Background: an optimization exercise with open tools, aiming at small area. Do not read the settings as production practice.
Function was checked by simulation only, so behaviour that the tests miss may differ from the original.
Power and IR drop assume default switching activity. The flow treats the clock pin as an ideal source, which a real chip does not have.

Design reg_file_mp, start of the top module:
module reg_file_mp #(
   parameter int XLEN     = 32,
   parameter int DEPTH    = 32,
   parameter int NRD      = 2,
   parameter bit BYPASS   = 1'b1,
   parameter bit ZERO_REG = 1'b1,
   parameter int AW       = $clog2(DEPTH)
) (
   input  logic                 clk,
   input  logic                 rst,
   input  logic [NRD*AW-1:0]    rd_addr,
   output logic [NRD*XLEN-1:0]  rd_data,
   output logic [NRD-1:0]       rd_pend,
   input  logic                 wr_en,
   input  logic [AW-1:0]        wr_addr,
   input  logic [XLEN-1:0]      wr_data,
   input  logic                 iss_en,
   input  logic [AW-1:0]        iss_addr,
   input  logic                 clr_req,
   output logic                 clr_busy
);
Size in the first run: about 2400 cells after synthesis, roughly 1100 flip-flops, about 120 I/O pins, roughly 43000 µm² of cells after synthesis.
Settings: LEC_CHECK=0, CAP_MARGIN=20, CORE_MARGIN=2, CORE_UTILIZATION=55, CTS_BUF_LIST=sky130_fd_sc_hd__clkbuf_16, CTS_CLUSTER_DIAMETER=80, CTS_CLUSTER_SIZE=24, SLEW_MARGIN=20, SYNTH_HIERARCHICAL=1, SYNTH_MINIMUM_KEEP_SIZE=0; clock period 5.0 ns.
standard.sh (not shown) runs the stock make flow with config.mk's settings and CLKGATE_MAP_FILE= SYNTH_SCRIPT=/design/flow/synth_recipe.tcl, a recipe that flattens the netlist after the stock synthesis.
==> flow/flow/run.sh <==
#!/bin/bash
# The standard layout, with the port buffers made from the smallest buffer
# (sky130_fd_sc_hd__buf_1) instead of the cell buffer_ports picks by itself.
# Timing repair still resizes any port buffer that needs more drive.
set -euo pipefail
bash standard.sh "BUFFER_PORTS_ARGS=-buffer_cell sky130_fd_sc_hd__buf_1" finish > standard.log 2>&1
==> next run, changes <==
==> flow/run.sh (new file) <==
#!/bin/bash
# synth_recipe.tcl (not shown) runs the flow's synth.tcl, then flattens the netlist and writes it again
# the make line also repeats each setting of config.mk as NAME=value (left out here)
make -C /OpenROAD-flow-scripts/flow DESIGN_CONFIG=/design/flow/config.mk WORK_HOME=/design/flow/orfs CLKGATE_MAP_FILE= SYNTH_SCRIPT=/design/flow/synth_recipe.tcl finish
Settings changed: CTS_BUF_LIST sky130_fd_sc_hd__clkbuf_16 to not set, CTS_CLUSTER_DIAMETER 80 to not set, CTS_CLUSTER_SIZE 24 to not set.
removed: flow/flow/run.sh
removed: flow/standard.sh
Effect: This time the run produced a layout that fails on setup timing. Register-to-register slack degrades by 100 ps. Clock skew increases by 5.3 ps. Non-clock buffer count is lower by 23. Area after synthesis stays the same. Cell count rises by 3.0%. Die area does not change. Synthesized cell count is unchanged. Via count is higher by about 1.5%. Power climbs by 23%. First-iteration DRC count shrinks by 4.1%. Worst setup slack loses 480 ps.
==> next run, changes <==
==> flow/flow/run.sh (new file) <==
#!/bin/bash
# The standard layout, with two changes:
# - the port buffers are made from the smallest buffer
#   (sky130_fd_sc_hd__buf_1) instead of the cell buffer_ports picks by itself;
#   timing repair still resizes any port buffer that needs more drive;
# - clock tree synthesis inserts no dummy loads (same clustering as the
#   CTS_* settings in config.mk).
set -euo pipefail
bash standard.sh \
   "BUFFER_PORTS_ARGS=-buffer_cell sky130_fd_sc_hd__buf_1" \
   "CTS_ARGS=-sink_clustering_enable -repair_clock_nets -sink_clustering_size 30 -sink_clustering_max_diameter 100 -buf_list sky130_fd_sc_hd__clkbuf_16 -dont_use_dummy_load" \
   finish > standard.log 2>&1
==> flow/standard.sh (new file) <==
#!/bin/bash
# synth_recipe.tcl (not shown) runs the flow's synth.tcl, then flattens the netlist and writes it again
# the make line also repeats each setting of config.mk as NAME=value (left out here)
make -C /OpenROAD-flow-scripts/flow DESIGN_CONFIG=/design/flow/config.mk WORK_HOME=/design/flow/orfs CLKGATE_MAP_FILE= SYNTH_SCRIPT=/design/flow/synth_recipe.tcl "${@:-finish}"
Settings changed: CELL_PAD_IN_SITES_DETAIL_PLACEMENT set to 1, CELL_PAD_IN_SITES_GLOBAL_PLACEMENT set to 1, CTS_BUF_LIST set to sky130_fd_sc_hd__clkbuf_16, CTS_CLUSTER_DIAMETER set to 100, CTS_CLUSTER_SIZE set to 30.
removed: flow/run.sh
What happened: With this change the flow went through all stages and came out clean. Worst hold slack is worse by 5.6 ps. First-iteration DRC count is lower by a little under a tenth. Global-route usage is higher by 1.5 points.
==> next run, changes <==
==> flow/flow/run.sh (replaced) <==
#!/bin/bash
# The standard layout, with the port buffers made from the smallest buffer
# (sky130_fd_sc_hd__buf_1) instead of the cell buffer_ports picks by itself.
# Timing repair still resizes any port buffer that needs more drive.
set -euo pipefail
bash standard.sh "BUFFER_PORTS_ARGS=-buffer_cell sky130_fd_sc_hd__buf_1" finish > standard.log 2>&1
Settings changed: CELL_PAD_IN_SITES_DETAIL_PLACEMENT 1 to not set, CELL_PAD_IN_SITES_GLOBAL_PLACEMENT 1 to not set.
=> The new run produced a clean layout; non-clock buffer count rises by 22; setup slack improves by 58 ps; global-route usage falls by 2.3 points; routed wire length falls by a few percent.
==> next run, changes <==
==> flow/run.sh (new file) <==
#!/bin/bash
# synth_recipe.tcl (not shown) runs the flow's synth.tcl, then flattens the netlist and writes it again
# the make line also repeats each setting of config.mk as NAME=value (left out here)
make -C /OpenROAD-flow-scripts/flow DESIGN_CONFIG=/design/flow/config.mk WORK_HOME=/design/flow/orfs CLKGATE_MAP_FILE= SYNTH_SCRIPT=/design/flow/synth_recipe.tcl finish
removed: flow/flow/run.sh
removed: flow/standard.sh
After rerunning: The new run completed and failed the layout checks on setup timing; routed wire length climbs by 0.59%; die area does not change; cell count shrinks by 0.71%; sequential share of layout area went down by 1.0 points.
==> next run, changes <==
==> flow/flow/run.sh (new file) <==
#!/bin/bash
# The standard layout, with two changes:
# - the port buffers are made from the smallest buffer
#   (sky130_fd_sc_hd__buf_1) instead of the cell buffer_ports picks by itself;
#   timing repair still resizes any port buffer that needs more drive;
# - clock tree synthesis inserts no dummy loads (same clustering as the
#   CTS_* settings in config.mk).
set -euo pipefail
bash standard.sh \
   "BUFFER_PORTS_ARGS=-buffer_cell sky130_fd_sc_hd__buf_1" \
   "CTS_ARGS=-sink_clustering_enable -repair_clock_nets -sink_clustering_size 30 -sink_clustering_max_diameter 100 -buf_list sky130_fd_sc_hd__clkbuf_16 -dont_use_dummy_load" \
   finish > standard.log 2>&1
==> flow/standard.sh (new file) <==
#!/bin/bash
# synth_recipe.tcl (not shown) runs the flow's synth.tcl, then flattens the netlist and writes it again
# the make line also repeats each setting of config.mk as NAME=value (left out here)
make -C /OpenROAD-flow-scripts/flow DESIGN_CONFIG=/design/flow/config.mk WORK_HOME=/design/flow/orfs CLKGATE_MAP_FILE= SYNTH_SCRIPT=/design/flow/synth_recipe.tcl "${@:-finish}"
Settings changed: CELL_PAD_IN_SITES_DETAIL_PLACEMENT set to 1, CELL_PAD_IN_SITES_GLOBAL_PLACEMENT set to 1, CORE_UTILIZATION 55 to 60.
removed: flow/run.sh
Result: The changed run passed the timing, DRC and antenna checks; clock skew hardly moves; via count barely changes; total power came out lower by 1.0%; non-clock buffer count shrinks by 9; worst setup slack improved by 340 ps.

## what the ideal ports hide
No port has a modelled driver above. Below, the same layouts with a new extraction and two added sets of constraints.
Step 1 (the two cells are an assumption about what drives the block):
set clk [get_ports {clk}]
set_driving_cell -lib_cell sky130_fd_sc_hd__clkbuf_16 $clk
set_driving_cell -lib_cell sky130_fd_sc_hd__buf_2 [delete_from_list [all_inputs] $clk]
Step 2 adds t to the input delays and takes it off the output delays; t is the mean of the earliest and latest rising clock arrival at the registers after step 1. Input paths then give back, and output paths get back, about the clock's delay inside the block.
a / b / c = ideal ports / drivers / drivers and shift; a / b = the first two.
run	shift t [ns]	setup WS [ns]	worst setup path after step 2	latest minus earliest clock arrival (ns)	worst data-port slew with drivers (ns)
the first run	0.714	0.416 / 0.345 / 1.059	register to output	0.025 / 0.026	0.19
the second run	0.752	-0.068 / -0.142 / 0.609	register to output	0.031 / 0.031	0.16
the third run	0.679	0.329 / 0.256 / 0.936	register to output	0.088 / 0.089	0.12
the fourth run	0.716	0.387 / 0.315 / 1.032	register to output	0.035 / 0.035	0.14
the fifth run	0.717	-0.069 / -0.143 / 0.574	register to output	0.037 / 0.036	0.16
the sixth run	0.698	0.270 / 0.198 / 0.896	register to output	0.041 / 0.041	0.09
